From an optimization exercise on the open Yosys and OpenROAD flow, aimed at small area, a short achievable clock period and few clock cycles; shortcuts taken in it are not production practice. At most, simulation tests tie the RTL to the original design; equivalence was not proved. Power and IR drop assume default switching activity.

==> inputs of v32 <==
// search_top
module search_top
#(
  parameter int DIM = 4,
  parameter int PQ_LENGTH = 5,
  parameter int IN_DEPTH = 4,
  parameter int OUT_CREDITS = 2
) (
  input  logic                   clk_100mhz,
  input  logic                   sys_rst,
  input  logic                   in_valid,
  input  logic [1:0]             in_op,
  input  logic [$clog2(DIM)-1:0] in_index,
  input  logic [15:0]            in_data,
  input  logic [15:0]            in_id,
  output logic                   in_credit,
  output logic                   res_valid,
  output logic [15:0]            res_id,
  output logic [39:0]            res_dist,
  output logic                   res_last,
  input  logic                   out_credit
);
clock: 14.0 ns
lec_check: 0
cap_margin: 20
core_margin: 2
core_utilization: 40
slew_margin: 20
standard.sh (not shown) runs the stock make flow with config.mk's settings and CLKGATE_MAP_FILE= SYNTH_SCRIPT=/design/flow/synth_recipe.tcl, a recipe that flattens the netlist after the stock synthesis.
==> flow/flow/run.sh <==
#!/bin/bash
# Standard layout, with repair_timing aiming for extra setup slack.
set -euo pipefail
bash standard.sh SETUP_SLACK_MARGIN=10 finish > standard.log 2>&1
==> v39: changes against v32 <==
--- a/flow/design.v
+++ b/flow/design.v
@@ -801,28 +801,39 @@
   logic       cq;         
   logic [2:0] owed;       
   logic [3:0] nfree;      
   logic       withhold;
   logic       credit_d;
   logic       r_e, d_e, s_e, pe, drain_on;
+  logic [2:0] owed_inc, owed_dec;
+  logic [3:0] nfree_inc;
+  logic       nfree_full;
+  assign owed_inc   = owed + 3'd1;
+  assign owed_dec   = owed - 3'd1;
+  assign nfree_inc  = nfree + 4'd1;
+  assign nfree_full = (nfree > 4'd3 + 4'(owed));
   assign busy     = r_e || d_e || s_e || pe || drain_on;
-  assign withhold = busy && (nfree > 4'd3 + 4'(owed)) && (in_c || in_e);
+  assign withhold = busy && nfree_full && (in_c || in_e);
   assign credit_d = (in_valid && !withhold) || (!busy && (owed != 3'd0));
   always_ff @(posedge clk_100mhz) begin
     if (sys_rst) begin
       in_credit <= 1'b0;
       owed      <= 3'd0;
       nfree     <= 4'd0;
       cq        <= 1'b0;
     end else begin
       in_credit <= credit_d;
-      owed      <= owed + 3'(in_valid) - 3'(credit_d);
+      if (in_valid && withhold) begin
+        owed <= owed_inc;
+      end else if (!in_valid && !busy && owed != 3'd0) begin
+        owed <= owed_dec;
+      end
       if (!busy) begin
         nfree <= 4'd0;
       end else if (in_c || in_e) begin
-        nfree <= nfree + 4'd1;
+        nfree <= nfree_inc;
       end
       if (in_e) begin
         cq <= 1'b0;
       end else if (in_c && in_index == 2'(DIM - 1)) begin
         cq <= 1'b1;
       end
@@ -854,13 +865,12 @@
   always_ff @(posedge clk_100mhz) begin
     if (r_q) begin
       qry[r_idx] <= r_data;
     end
   end
   logic        d_c, d_first, d_last;
-  logic [2:0]  d_k;
   logic [15:0] d_y;       
   logic        d_neg;     
   logic [16:0] sub;
   logic [15:0] qsel;
   logic [2:0]  k_clamp;
   assign qsel = qry[r_idx];
@@ -881,20 +891,18 @@
     end else begin
       d_c <= r_c;
       d_e <= r_e;
     end
     d_first <= (r_idx == 2'd0);
     d_last  <= (r_idx == 2'(DIM - 1));
-    d_k     <= k_clamp;
     d_y     <= sub[15:0] ^ {16{sub[16]}};
     d_neg   <= sub[16];
   end
   logic [31:0] sq_s, sq_c;
   logic [31:0] s_s, s_cy;
   logic        s_c, s_first, s_last;
-  logic [2:0]  s_k;
   sq_tree sq0 (
     .y(d_y),
     .neg(d_neg),
     .s(sq_s),
     .c(sq_c)
   );
@@ -905,13 +913,12 @@
     end else begin
       s_c <= d_c;
       s_e <= d_e;
     end
     s_first <= d_first;
     s_last  <= d_last;
-    s_k     <= d_k;
     s_s     <= sq_s;
     s_cy    <= sq_c;
   end
   logic [DW-1:0] acc;
   logic          a_done;    
   logic          take;      
@@ -932,44 +939,55 @@
     end
   end
   logic [DW-1:0] n_d;
   logic [15:0]   n_id;
   logic          n_valid;
   logic [1:0]    n_ph;      
-  logic          n_c2, n_r1;
-  logic [NQ-1:0] n_le;      
+  logic          n_c2, n_r1, n_r2;    
+  logic [2:0]    n_p;       
   logic          ins;
   logic          step;
   logic          beat;
   logic          last_beat;
-  logic [DW-1:0] e_d  [NQ];
-  logic [15:0]   e_id [NQ];
-  logic [NQ-1:0] e_v;
-  logic          c2;
-  logic [DW-1:0] e_sel;
-  logic          v_sel;
+  logic [DW-1:0] q_d  [NQ];
+  logic [15:0]   q_id [NQ];
+  logic [2:0]    q_rk [NQ];
+  logic [2:0]    q_cnt;
+  logic [2:0]    sel_rk;    
+  logic [NQ-1:0] sel_hit;
+  logic [DW-1:0] sel_d;
+  logic [15:0]   sel_id;
   logic          r_le;
-  logic [NQ-1:0] le_fin;
-  assign take = a_done && !n_valid && !pe;
-  assign step = n_valid && (n_ph != 2'd2) && !drain_on;
-  assign ins  = n_valid && (n_ph == 2'd2) && !drain_on;
-  assign c2 = e_v[2] && (e_d[2] <= acc);
+  logic [2:0]    dr_j;      
+  logic [2:0]    dr_j1;     
+  assign take = a_done && (!n_valid || ins) && !pe;
+  assign step = n_valid && (n_ph != 2'd3) && !drain_on;
+  assign ins  = n_valid && (n_ph == 2'd3) && !drain_on;
   always_comb begin
-    if (n_ph == 2'd0) begin
-      e_sel = n_c2 ? e_d[3] : e_d[1];
-      v_sel = n_c2 ? e_v[3] : e_v[1];
+    if (drain_on) begin
+      sel_rk = dr_j1;
     end else begin
-      e_sel = n_c2 ? e_d[4] : e_d[0];
-      v_sel = n_c2 ? e_v[4] : e_v[0];
+      case (n_ph)
+        2'd0:    sel_rk = 3'd2;
+        2'd1:    sel_rk = n_c2 ? 3'd3 : 3'd1;
+        default: sel_rk = n_c2 ? 3'd4 : 3'd0;
+      endcase
+    end
+    sel_d  = '0;
+    sel_id = '0;
+    for (int i = 0; i < NQ; i++) begin
+      sel_hit[i] = (q_rk[i] == sel_rk);
+      sel_d  = sel_d  | (q_d[i]  & {DW{sel_hit[i]}});
+      sel_id = sel_id | (q_id[i] & {16{sel_hit[i]}});
     end
-    r_le = v_sel && (e_sel <= n_d);
+    r_le = (sel_rk < q_cnt) && (sel_d <= n_d);
     case ({n_c2, n_r1})
-      2'b00:   le_fin = {4'b0000, r_le};
-      2'b01:   le_fin = 5'b00011;
-      2'b10:   le_fin = 5'b00111;
-      default: le_fin = {r_le, 4'b1111};
+      2'b00:   n_p = n_r2 ? 3'd1 : 3'd0;
+      2'b01:   n_p = 3'd2;
+      2'b10:   n_p = 3'd3;
+      default: n_p = n_r2 ? 3'd5 : 3'd4;
     endcase
   end
   always_ff @(posedge clk_100mhz) begin
     if (take) begin
       n_d  <= acc;
       n_id <= cand_id;
@@ -978,93 +996,100 @@
   always_ff @(posedge clk_100mhz) begin
     if (sys_rst) begin
       n_valid <= 1'b0;
       n_ph    <= 2'd0;
       n_c2    <= 1'b0;
       n_r1    <= 1'b0;
-      n_le    <= '0;
+      n_r2    <= 1'b0;
     end else begin
       n_valid <= take || (n_valid && !ins);
-      if (take || ins) begin
+      if (take || ins || last_beat) begin
         n_ph <= 2'd0;
       end else if (step) begin
         n_ph <= n_ph + 2'd1;
       end
-      if (last_beat) begin
-        n_c2 <= 1'b0;
-        n_r1 <= 1'b0;
-        n_le <= '0;
-      end else begin
-        if (take) begin
-          n_c2 <= c2;
-        end
-        if (step && n_ph == 2'd0) begin
-          n_r1 <= r_le;
-        end
-        if (step && n_ph == 2'd1) begin
-          n_le <= le_fin;
-        end
+      if (step && n_ph == 2'd0) begin
+        n_c2 <= r_le;
+      end
+      if (step && n_ph == 2'd1) begin
+        n_r1 <= r_le;
+      end
+      if (step && n_ph == 2'd2) begin
+        n_r2 <= r_le;
       end
     end
   end
-  logic [NQ-1:0] v_nxt;
+  logic [2:0]    top_rk;    
+  logic [NQ-1:0] wr;
+  logic          ins_take;
+  assign top_rk   = (q_cnt == 3'(NQ)) ? 3'(NQ - 1) : q_cnt;
+  assign ins_take = ins && (n_p != 3'(NQ));
   always_comb begin
-    v_nxt = e_v;
-    if (last_beat) begin
-      v_nxt = '0;
-    end else if (beat) begin
-      v_nxt = {1'b0, e_v[NQ-1:1]};
-    end else if (ins) begin
-      v_nxt = {e_v[NQ-2:0], 1'b1};
+    for (int i = 0; i < NQ; i++) begin
+      wr[i] = ins_take && (q_rk[i] == top_rk);
     end
   end
   always_ff @(posedge clk_100mhz) begin
-    if (sys_rst) begin
-      e_v <= '0;
-    end else begin
-      e_v <= v_nxt;
+    for (int i = 0; i < NQ; i++) begin
+      if (wr[i]) begin
+        q_d[i]  <= n_d;
+        q_id[i] <= n_id;
+      end
     end
   end
   always_ff @(posedge clk_100mhz) begin
-    if (beat) begin
-      for (int i = 0; i < NQ - 1; i++) begin
-        e_d[i]  <= e_d[i+1];
-        e_id[i] <= e_id[i+1];
-      end
-    end else if (ins) begin
+    if (sys_rst) begin
       for (int i = 0; i < NQ; i++) begin
-        if (!n_le[i]) begin
-          if (i == 0 || n_le[i-1]) begin
-            e_d[i]  <= n_d;
-            e_id[i] <= n_id;
-          end else begin
-            e_d[i]  <= e_d[i-1];
-            e_id[i] <= e_id[i-1];
+        q_rk[i] <= 3'(i);
+      end
+      q_cnt <= 3'd0;
+    end else begin
+      if (last_beat) begin
+        q_cnt <= 3'd0;
+      end else if (ins_take && q_cnt != 3'(NQ)) begin
+        q_cnt <= q_cnt + 3'd1;
+      end
+      if (ins_take) begin
+        for (int i = 0; i < NQ; i++) begin
+          if (wr[i]) begin
+            q_rk[i] <= n_p;
+          end else if (q_rk[i] >= n_p && q_rk[i] < top_rk) begin
+            q_rk[i] <= q_rk[i] + 3'd1;
           end
         end
       end
     end
   end
+  logic [DW-1:0] h_d;
+  logic [15:0]   h_id;
+  always_ff @(posedge clk_100mhz) begin
+    if (beat) begin
+      h_d  <= sel_d;
+      h_id <= sel_id;
+    end else if (ins_take && n_p == 3'd0) begin
+      h_d  <= n_d;
+      h_id <= n_id;
+    end
+  end
   logic [2:0] pe_k;
   logic [2:0] dr_left;    
   logic [1:0] cred;       
   logic [2:0] dr_nxt;
   logic [1:0] cred_nxt;
   logic       start;
-  assign drain_on  = (dr_left != 3'd0);
   assign beat      = res_valid;
   assign last_beat = res_valid && res_last;
   assign start     = pe && !drain_on && (!n_valid || ins);
   always_ff @(posedge clk_100mhz) begin
     if (sys_rst) begin
       pe <= 1'b0;
     end else begin
       pe <= s_e || (pe && !start);
     end
-    if (s_e) begin
-      pe_k <= s_k;
+    if (r_e) begin
+      pe_k <= k_clamp;
     end
   end
   always_comb begin
     cred_nxt = cred - 2'(beat) + 2'(out_credit);
     dr_nxt   = dr_left;
     if (last_beat) begin
@@ -1072,21 +1097,48 @@
     end else if (beat) begin
       dr_nxt = dr_left - 3'd1;
     end else if (start) begin
       dr_nxt = pe_k;
     end
   end
+  logic [2:0] j_nxt;
+  logic [2:0] cnt_nxt;
+  always_comb begin
+    j_nxt = dr_j;
+    if (last_beat) begin
+      j_nxt = 3'd0;
+    end else if (beat) begin
+      j_nxt = dr_j + 3'd1;
+    end
+    cnt_nxt = q_cnt;
+    if (last_beat) begin
+      cnt_nxt = 3'd0;
+    end else if (ins_take && q_cnt != 3'(NQ)) begin
+      cnt_nxt = q_cnt + 3'd1;
+    end
+  end
+  always_ff @(posedge clk_100mhz) begin
+    if (sys_rst) begin
+      dr_j  <= 3'd0;
+      dr_j1 <= 3'd1;
+    end else begin
+      dr_j  <= j_nxt;
+      dr_j1 <= j_nxt + 3'd1;
+    end
+  end
   always_ff @(posedge clk_100mhz) begin
     if (sys_rst) begin
       dr_left   <= 3'd0;
+      drain_on  <= 1'b0;
       cred      <= 2'(OUT_CREDITS);
       res_valid <= 1'b0;
     end else begin
       dr_left   <= dr_nxt;
+      drain_on  <= (dr_nxt != 3'd0);
       cred      <= cred_nxt;
       res_valid <= (dr_nxt != 3'd0) && (cred_nxt != 2'd0);
     end
-    res_last <= (dr_nxt == 3'd1) || !v_nxt[1];
+    res_last <= (dr_nxt == 3'd1) || (j_nxt + 3'd1 >= cnt_nxt);
   end
-  assign res_id   = e_id[0];
-  assign res_dist = {5'd0, e_d[0]};
+  assign res_id   = h_id;
+  assign res_dist = {5'd0, h_d};
 endmodule
==> flow/flow/run.sh (replaced) <==
#!/bin/bash
# Standard layout, with repair_timing aiming for extra setup slack and plain
# buffers on the ports.
set -euo pipefail
bash standard.sh SETUP_SLACK_MARGIN=10.5 "BUFFER_PORTS_ARGS=-buffer_cell sky130_fd_sc_hd__buf_2" finish > standard.log 2>&1
==> flow/config.mk (replaced) <==
export PLATFORM = sky130hd
export DESIGN_NAME = search_top
export DESIGN_NICKNAME = search_top
export VERILOG_FILES = /design/flow/design.v
export SDC_FILE = /design/flow/constraint.sdc
export NUM_CORES = 4
export LEC_CHECK = 0
export CAP_MARGIN = 20
export CORE_MARGIN = 2
export CORE_UTILIZATION = 60
export CTS_CLUSTER_DIAMETER = 150
export CTS_CLUSTER_SIZE = 25
export SLEW_MARGIN = 20
==> comparison table <==
Result of the run: v32 timing/DRC/antenna clean; v39 timing/DRC/antenna clean
Total wirelength of the detailed-routed design: v32 72470 um; v39 62310 um
Worst-case setup slack after placement: v32 8.746 ns; v39 9.181 ns
Largest net degree at the start of global routing: v32 129; v39 94
Sequential logic power: v32 2650 uW; v39 2470 uW
Total of plain and repair buffers excluding clock buffers: v32 174; v39 172
Post-Synth XOR/XNOR Area: v32 2.208%; v39 2.618%
Startpoint of the most critical register-to-register path: v32 n_ph[0]; v39 n_ph[1]
Crit path arrival time: v32 1.30 ns; v39 1.24 ns
Initial Util: v32 40.37%; v39 60.39%
NumNets Final: v32 3074; v39 2730
Number of enable flip-flop cells after synthesis: v32 424; v39 475
Share of synthesized cell area in and, or, nand and nor gates: v32 9.233%; v39 9.457%
Area occupied by multi-input gates: v32 14150 um^2; v39 12190 um^2
Static leakage: v32 0.01376 uW; v39 0.01275 uW
Post-Place Cell Area: v32 33240 um^2; v39 31320 um^2
Die Wd: v32 283.4 um; v39 228.0 um
Area added between synthesis and finish: v32 14.44%; v39 10.81%
Post_cts resized: v32 251; v39 67
Worst skew pair latency: v32 0.62 ns; v39 0.63 ns
Multiplexer fraction of the synthesized cell area: v32 11.28%; v39 1.649%
Sequential share of the synthesized area: v32 50.21%; v39 57.80%
Total clock sinks: v32 571; v39 632
Normalized max-slew margin: v32 30.68%; v39 30.15%
Testbench counts of v39, summed over its fixed seeds: cycles 18,955.
Function not checked in v32: the RTL went through the layout flow alone.

---

==> build 37 <==
search_top, a different RTL version from the one above (not shown whole).
==> flow/design.v (excerpt) <==
module search_top
#(
  parameter int DIM = 4,
  parameter int PQ_LENGTH = 5,
  parameter int IN_DEPTH = 4,
  parameter int OUT_CREDITS = 2
) (
  input  logic                   clk_100mhz,
  input  logic                   sys_rst,
  input  logic                   in_valid,
  input  logic [1:0]             in_op,
  input  logic [$clog2(DIM)-1:0] in_index,
  input  logic [15:0]            in_data,
  input  logic [15:0]            in_id,
  output logic                   in_credit,
  output logic                   res_valid,
  output logic [15:0]            res_id,
  output logic [39:0]            res_dist,
  output logic                   res_last,
  input  logic                   out_credit
);
  localparam int DW = 35;    
  localparam int NQ = PQ_LENGTH;
  logic in_q, in_c, in_e;
  assign in_q = in_valid && (in_op == 2'd0);
  assign in_c = in_valid && (in_op == 2'd1);
  assign in_e = in_valid && (in_op == 2'd2);
  logic       busy;       
  logic       cq;         
  logic [2:0] owed;       
  logic [3:0] nfree;      
  logic       withhold;
  logic       credit_d;
  logic       r_e, d_e, s_e, pe, drain_on;
  logic [2:0] owed_inc, owed_dec;
  logic [3:0] nfree_inc;
  logic       nfree_full;
  assign owed_inc   = owed + 3'd1;
  assign owed_dec   = owed - 3'd1;
  assign nfree_inc  = nfree + 4'd1;
  assign nfree_full = (nfree > 4'd3 + 4'(owed));
  assign busy     = r_e || d_e || s_e || pe || drain_on;
  assign withhold = busy && nfree_full && (in_c || in_e);
  ...
Settings: LEC_CHECK=0, CAP_MARGIN=20, CORE_MARGIN=2, CORE_UTILIZATION=60, CTS_CLUSTER_DIAMETER=150, CTS_CLUSTER_SIZE=25, SLEW_MARGIN=20; clock period 14.0 ns.
==> flow/flow/run.sh <==
#!/bin/bash
# Standard layout, with repair_timing aiming for extra setup slack.
set -euo pipefail
bash standard.sh SETUP_SLACK_MARGIN=10 finish > standard.log 2>&1
==> trial 75: changes against build 37 <==
--- a/flow/design.v
+++ b/flow/design.v
@@ -889,18 +889,18 @@
       d_c <= 1'b0;
       d_e <= 1'b0;
     end else begin
       d_c <= r_c;
       d_e <= r_e;
     end
     d_first <= (r_idx == 2'd0);
     d_last  <= (r_idx == 2'(DIM - 1));
-    d_y     <= sub[15:0] ^ {16{sub[16]}};
-    d_neg   <= sub[16];
+    d_y     <= (sub[15:0] ^ {16{sub[16]}}) & {16{r_c}};
+    d_neg   <= sub[16] && r_c;
   end
   logic [31:0] sq_s, sq_c;
   logic [31:0] s_s, s_cy;
   logic        s_c, s_first, s_last;
   sq_tree sq0 (
     .y(d_y),
     .neg(d_neg),
     .s(sq_s),
@@ -918,154 +918,182 @@
     s_last  <= d_last;
     s_s     <= sq_s;
     s_cy    <= sq_c;
   end
   logic [DW-1:0] acc;
   logic          a_done;    
   logic          take;      
   logic [DW-1:0] acc_in, csa_x, csa_y;
-  assign acc_in = s_first ? DW'(0) : acc;
+  assign acc_in = (s_c && s_first) ? DW'(0) : acc;
   assign csa_x  = acc_in ^ DW'(s_s) ^ DW'(s_cy);
   assign csa_y  = ((acc_in & DW'(s_s)) | (acc_in & DW'(s_cy)) | (DW'(s_s) & DW'(s_cy))) << 1;
   always_ff @(posedge clk_100mhz) begin
-    if (s_c) begin
-      acc <= csa_x + csa_y;
-    end
+    acc <= csa_x + csa_y;
   end
   always_ff @(posedge clk_100mhz) begin
     if (sys_rst) begin
       a_done <= 1'b0;
     end else begin
       a_done <= (s_c && s_last) || (a_done && !take);
     end
   end
   logic [DW-1:0] n_d;
   logic [15:0]   n_id;
   logic          n_valid;
   logic [1:0]    n_ph;      
-  logic          n_c2, n_r1;
-  logic [NQ-1:0] n_le;      
+  logic          n_c2, n_r1, n_r2;    
+  logic [2:0]    pe_k;      
+  logic          start;     
+  logic [2:0]    n_p;       
   logic          ins;
   logic          step;
   logic          beat;
   logic          last_beat;
-  logic [DW-1:0] e_d  [NQ];
-  logic [15:0]   e_id [NQ];
-  logic [NQ-1:0] e_v;
-  logic          c2;
-  logic [DW-1:0] e_sel;
-  logic          v_sel;
+  logic [DW-1:0] q_d  [NQ];
+  logic [15:0]   q_id [NQ];
+  logic [2:0]    q_rk [NQ];
+  logic [2:0]    q_cnt;
+  logic [2:0]    sel_rk;    
+  logic [NQ-1:0] sel_hit;
+  logic [DW-1:0] sel_d;
+  logic [15:0]   sel_id;
   logic          r_le;
-  logic [NQ-1:0] le_fin;
-  assign take = a_done && !n_valid && !pe;
-  assign step = n_valid && (n_ph != 2'd2) && !drain_on;
-  assign ins  = n_valid && (n_ph == 2'd2) && !drain_on;
-  assign c2 = e_v[2] && (e_d[2] <= acc);
+  logic [2:0]    dr_j;      
+  logic [2:0]    dr_j1;     
+  logic [2:0]    n_plo;     
+  logic          n_drop;    
+  assign take = a_done && (!n_valid || ins) && !pe;
   always_comb begin
-    if (n_ph == 2'd0) begin
-      e_sel = n_c2 ? e_d[3] : e_d[1];
-      v_sel = n_c2 ? e_v[3] : e_v[1];
+    case (n_ph)
+      2'd0:    n_plo = 3'd0;
+      2'd1:    n_plo = n_c2 ? 3'd3 : 3'd0;
+      2'd2:    n_plo = {n_c2, n_r1} == 2'b11 ? 3'd4 : {n_c2, n_r1} == 2'b10 ? 3'd3 :
+                       {n_c2, n_r1} == 2'b01 ? 3'd2 : 3'd0;
+      default: n_plo = n_p;
+    endcase
+  end
+  assign n_drop = n_valid && (n_plo >= pe_k);
+  assign step = n_valid && (n_ph != 2'd3) && !drain_on;
+  assign ins  = n_valid && (n_ph == 2'd3) && !drain_on;
+  always_comb begin
+    if (drain_on) begin
+      sel_rk = dr_j1;
     end else begin
-      e_sel = n_c2 ? e_d[4] : e_d[0];
-      v_sel = n_c2 ? e_v[4] : e_v[0];
+      case (n_ph)
+        2'd0:    sel_rk = 3'd2;
+        2'd1:    sel_rk = n_c2 ? 3'd3 : 3'd1;
+        default: sel_rk = n_c2 ? 3'd4 : 3'd0;
+      endcase
+    end
+    sel_d  = '0;
+    sel_id = '0;
+    for (int i = 0; i < NQ; i++) begin
+      sel_hit[i] = (q_rk[i] == sel_rk);
+      sel_d  = sel_d  | (q_d[i]  & {DW{sel_hit[i]}});
+      sel_id = sel_id | (q_id[i] & {16{sel_hit[i]}});
     end
-    r_le = v_sel && (e_sel <= n_d);
+    r_le = (sel_rk < q_cnt) && (sel_d <= n_d);
     case ({n_c2, n_r1})
-      2'b00:   le_fin = {4'b0000, r_le};
-      2'b01:   le_fin = 5'b00011;
-      2'b10:   le_fin = 5'b00111;
-      default: le_fin = {r_le, 4'b1111};
+      2'b00:   n_p = n_r2 ? 3'd1 : 3'd0;
+      2'b01:   n_p = 3'd2;
+      2'b10:   n_p = 3'd3;
+      default: n_p = n_r2 ? 3'd5 : 3'd4;
     endcase
   end
   always_ff @(posedge clk_100mhz) begin
     if (take) begin
       n_d  <= acc;
       n_id <= cand_id;
     end
   end
   always_ff @(posedge clk_100mhz) begin
     if (sys_rst) begin
       n_valid <= 1'b0;
       n_ph    <= 2'd0;
       n_c2    <= 1'b0;
       n_r1    <= 1'b0;
-      n_le    <= '0;
+      n_r2    <= 1'b0;
     end else begin
-      n_valid <= take || (n_valid && !ins);
-      if (take || ins) begin
+      n_valid <= take || (n_valid && !ins && !(start && n_drop));
+      if (take || ins || last_beat) begin
         n_ph <= 2'd0;
       end else if (step) begin
         n_ph <= n_ph + 2'd1;
       end
-      if (last_beat) begin
-        n_c2 <= 1'b0;
-        n_r1 <= 1'b0;
-        n_le <= '0;
-      end else begin
-        if (take) begin
-          n_c2 <= c2;
-        end
-        if (step && n_ph == 2'd0) begin
-          n_r1 <= r_le;
-        end
-        if (step && n_ph == 2'd1) begin
-          n_le <= le_fin;
-        end
+      if (step && n_ph == 2'd0) begin
+        n_c2 <= r_le;
+      end
+      if (step && n_ph == 2'd1) begin
+        n_r1 <= r_le;
+      end
+      if (step && n_ph == 2'd2) begin
+        n_r2 <= r_le;
       end
     end
   end
-  logic [NQ-1:0] v_nxt;
+  logic [2:0]    top_rk;    
+  logic [NQ-1:0] wr;
+  logic          ins_take;
+  assign top_rk   = (q_cnt == 3'(NQ)) ? 3'(NQ - 1) : q_cnt;
+  assign ins_take = ins && (n_p != 3'(NQ));
   always_comb begin
-    v_nxt = e_v;
-    if (last_beat) begin
-      v_nxt = '0;
-    end else if (beat) begin
-      v_nxt = {1'b0, e_v[NQ-1:1]};
-    end else if (ins) begin
-      v_nxt = {e_v[NQ-2:0], 1'b1};
+    for (int i = 0; i < NQ; i++) begin
+      wr[i] = ins_take && (q_rk[i] == top_rk);
     end
   end
   always_ff @(posedge clk_100mhz) begin
-    if (sys_rst) begin
-      e_v <= '0;
-    end else begin
-      e_v <= v_nxt;
+    for (int i = 0; i < NQ; i++) begin
+      if (wr[i]) begin
+        q_d[i]  <= n_d;
+        q_id[i] <= n_id;
+      end
     end
   end
   always_ff @(posedge clk_100mhz) begin
-    if (beat) begin
-      for (int i = 0; i < NQ - 1; i++) begin
-        e_d[i]  <= e_d[i+1];
-        e_id[i] <= e_id[i+1];
-      end
-    end else if (ins) begin
+    if (sys_rst) begin
       for (int i = 0; i < NQ; i++) begin
-        if (!n_le[i]) begin
-          if (i == 0 || n_le[i-1]) begin
-            e_d[i]  <= n_d;
-            e_id[i] <= n_id;
-          end else begin
-            e_d[i]  <= e_d[i-1];
-            e_id[i] <= e_id[i-1];
+        q_rk[i] <= 3'(i);
+      end
+      q_cnt <= 3'd0;
+    end else begin
+      if (last_beat) begin
+        q_cnt <= 3'd0;
+      end else if (ins_take && q_cnt != 3'(NQ)) begin
+        q_cnt <= q_cnt + 3'd1;
+      end
+      if (ins_take) begin
+        for (int i = 0; i < NQ; i++) begin
+          if (wr[i]) begin
+            q_rk[i] <= n_p;
+          end else if (q_rk[i] >= n_p && q_rk[i] < top_rk) begin
+            q_rk[i] <= q_rk[i] + 3'd1;
           end
         end
       end
     end
   end
-  logic [2:0] pe_k;
+  logic [DW-1:0] h_d;
+  logic [15:0]   h_id;
+  always_ff @(posedge clk_100mhz) begin
+    if (beat) begin
+      h_d  <= sel_d;
+      h_id <= sel_id;
+    end else if (ins_take && n_p == 3'd0) begin
+      h_d  <= n_d;
+      h_id <= n_id;
+    end
+  end
   logic [2:0] dr_left;    
   logic [1:0] cred;       
   logic [2:0] dr_nxt;
   logic [1:0] cred_nxt;
-  logic       start;
-  assign drain_on  = (dr_left != 3'd0);
   assign beat      = res_valid;
   assign last_beat = res_valid && res_last;
-  assign start     = pe && !drain_on && (!n_valid || ins);
+  assign start     = pe && !drain_on && (!n_valid || ins || n_drop);
   always_ff @(posedge clk_100mhz) begin
     if (sys_rst) begin
       pe <= 1'b0;
     end else begin
       pe <= s_e || (pe && !start);
     end
     if (r_e) begin
       pe_k <= k_clamp;
@@ -1077,23 +1105,50 @@
     if (last_beat) begin
       dr_nxt = 3'd0;
     end else if (beat) begin
       dr_nxt = dr_left - 3'd1;
     end else if (start) begin
       dr_nxt = pe_k;
     end
   end
+  logic [2:0] j_nxt;
+  logic [2:0] cnt_nxt;
+  always_comb begin
+    j_nxt = dr_j;
+    if (last_beat) begin
+      j_nxt = 3'd0;
+    end else if (beat) begin
+      j_nxt = dr_j + 3'd1;
+    end
+    cnt_nxt = q_cnt;
+    if (last_beat) begin
+      cnt_nxt = 3'd0;
+    end else if (ins_take && q_cnt != 3'(NQ)) begin
+      cnt_nxt = q_cnt + 3'd1;
+    end
+  end
+  always_ff @(posedge clk_100mhz) begin
+    if (sys_rst) begin
+      dr_j  <= 3'd0;
+      dr_j1 <= 3'd1;
+    end else begin
+      dr_j  <= j_nxt;
+      dr_j1 <= j_nxt + 3'd1;
+    end
+  end
   always_ff @(posedge clk_100mhz) begin
     if (sys_rst) begin
       dr_left   <= 3'd0;
+      drain_on  <= 1'b0;
       cred      <= 2'(OUT_CREDITS);
       res_valid <= 1'b0;
     end else begin
       dr_left   <= dr_nxt;
+      drain_on  <= (dr_nxt != 3'd0);
       cred      <= cred_nxt;
       res_valid <= (dr_nxt != 3'd0) && (cred_nxt != 2'd0);
     end
-    res_last <= (dr_nxt == 3'd1) || !v_nxt[1];
+    res_last <= (dr_nxt == 3'd1) || (j_nxt + 3'd1 >= cnt_nxt);
   end
-  assign res_id   = e_id[0];
-  assign res_dist = {5'd0, e_d[0]};
+  assign res_id   = h_id;
+  assign res_dist = {5'd0, h_d};
 endmodule
==> flow/flow/run.sh (replaced) <==
#!/bin/bash
# Standard layout, with repair_timing aiming for extra setup slack and plain
# buffers on the ports.
set -euo pipefail
bash standard.sh SETUP_SLACK_MARGIN=9.9 "BUFFER_PORTS_ARGS=-buffer_cell sky130_fd_sc_hd__buf_2" finish > standard.log 2>&1
==> trial 31: changes against build 37 <==
--- a/flow/design.v
+++ b/flow/design.v
@@ -799,43 +799,32 @@
   assign in_e = in_valid && (in_op == 2'd2);
   logic       busy;       
   logic       cq;         
   logic [2:0] owed;       
   logic [3:0] nfree;      
   logic       withhold;
   logic       credit_d;
   logic       r_e, d_e, s_e, pe, drain_on;
-  logic [2:0] owed_inc, owed_dec;
-  logic [3:0] nfree_inc;
-  logic       nfree_full;
-  assign owed_inc   = owed + 3'd1;
-  assign owed_dec   = owed - 3'd1;
-  assign nfree_inc  = nfree + 4'd1;
-  assign nfree_full = (nfree > 4'd3 + 4'(owed));
   assign busy     = r_e || d_e || s_e || pe || drain_on;
-  assign withhold = busy && nfree_full && (in_c || in_e);
+  assign withhold = busy && (nfree > 4'd3 + 4'(owed)) && (in_c || in_e);
   assign credit_d = (in_valid && !withhold) || (!busy && (owed != 3'd0));
   always_ff @(posedge clk_100mhz) begin
     if (sys_rst) begin
       in_credit <= 1'b0;
       owed      <= 3'd0;
       nfree     <= 4'd0;
       cq        <= 1'b0;
     end else begin
       in_credit <= credit_d;
-      if (in_valid && withhold) begin
-        owed <= owed_inc;
-      end else if (!in_valid && !busy && owed != 3'd0) begin
-        owed <= owed_dec;
-      end
+      owed      <= owed + 3'(in_valid) - 3'(credit_d);
       if (!busy) begin
         nfree <= 4'd0;
       end else if (in_c || in_e) begin
-        nfree <= nfree_inc;
+        nfree <= nfree + 4'd1;
       end
       if (in_e) begin
         cq <= 1'b0;
       end else if (in_c && in_index == 2'(DIM - 1)) begin
         cq <= 1'b1;
       end
     end
   end
- CORE_UTILIZATION: 60 -> 40
- CTS_CLUSTER_SIZE: 25 -> 20
==> results.txt <==
post-route cell area=34400 sq um; Seq Cell Count=565; largest net degree at the start of global routing=278; ClkCell Share=0.0290; area of the core=77100 sq um; hold path endpoint=s_last$_DFF_P_; Die Ht=282 um; GRT Overall Usage=0.180; area growth from synthesis to layout=11.1%; final worst-path setup slack=9890 ps; nets=3032; CP Launch Type=input pin; n_taps=1040; crit end category=flop; status=complete, no violations; footprint of the multi-input gates=14100 sq um; worst endpoint required time=14470 ps
[end of results for trial 31]
==> results.txt <==
status=complete, no violations; hold path endpoint=s_first$_DFF_P_; n_taps=664; crit end category=output port; post-route cell area=32100 sq um; worst endpoint required time=11200 ps; final worst-path setup slack=9970 ps; largest net degree at the start of global routing=62; ClkCell Share=0.0261; GRT Overall Usage=0.234; area of the core=49100 sq um; nets=2700; Die Ht=227 um; Seq Cell Count=632
[end of results for trial 75]
==> results.txt <==
status=complete, no violations; crit end category=output port; largest net degree at the start of global routing=271; Seq Cell Count=565; area of the core=51100 sq um; hold path endpoint=s_last$_DFF_P_; Die Ht=231 um; CP Launch Type=flop; GRT Overall Usage=0.251; area growth from synthesis to layout=8.64%; nets=3020; post-route cell area=33500 sq um
[end of results for build 37]
Testbench counts of trial 75, summed over its fixed seeds: cycles 18,905.
Testbench counts of trial 31, summed over its fixed seeds: cycles 18,880.
The RTL of build 37 was laid out without a check of its function.

-- re-timing with driven ports --
The flow's constraints put no driver on any port. The routed layouts listed below were extracted and timed again, unchanged, in two steps. Step 1 (the two cells are an assumption about what drives the block):
set clk [get_ports {clk_100mhz}]
set_driving_cell -lib_cell sky130_fd_sc_hd__clkbuf_16 $clk
set_driving_cell -lib_cell sky130_fd_sc_hd__buf_2 [delete_from_list [all_inputs] $clk]
Step 2 moves the port delays by t, midway between the first and last clock arrival at a register: inputs arrive t later, outputs are due t later. That takes back most of the time a late clock gives input paths. a / b / c = no drivers / after step 1 / after step 2; a / b = the first two.
run	t, ns	setup WS [ns]	worst setup path at the end	slew at the worst register clock pin (ns)	cell pins on the clock port's net
v32	0.653	9.898 / 9.837 / 9.339	input to register	0.06 / 0.06	1
v39	0.663	9.960 / 9.903 / 9.608	input to register	0.11 / 0.11	1
build 37	0.649	9.927 / 9.869 / 9.481	input to register	0.11 / 0.11	1
trial 75	0.657	9.967 / 9.910 / 9.531	input to register	0.11 / 0.11	1
trial 31	0.639	9.886 / 9.870 / 9.258	input to register	0.09 / 0.09	1
After both steps setup and hold are still met in every run listed. The setup slack of trial 31, which loses most, moves by -0.016 ns with the drivers and by -0.628 ns with both steps.
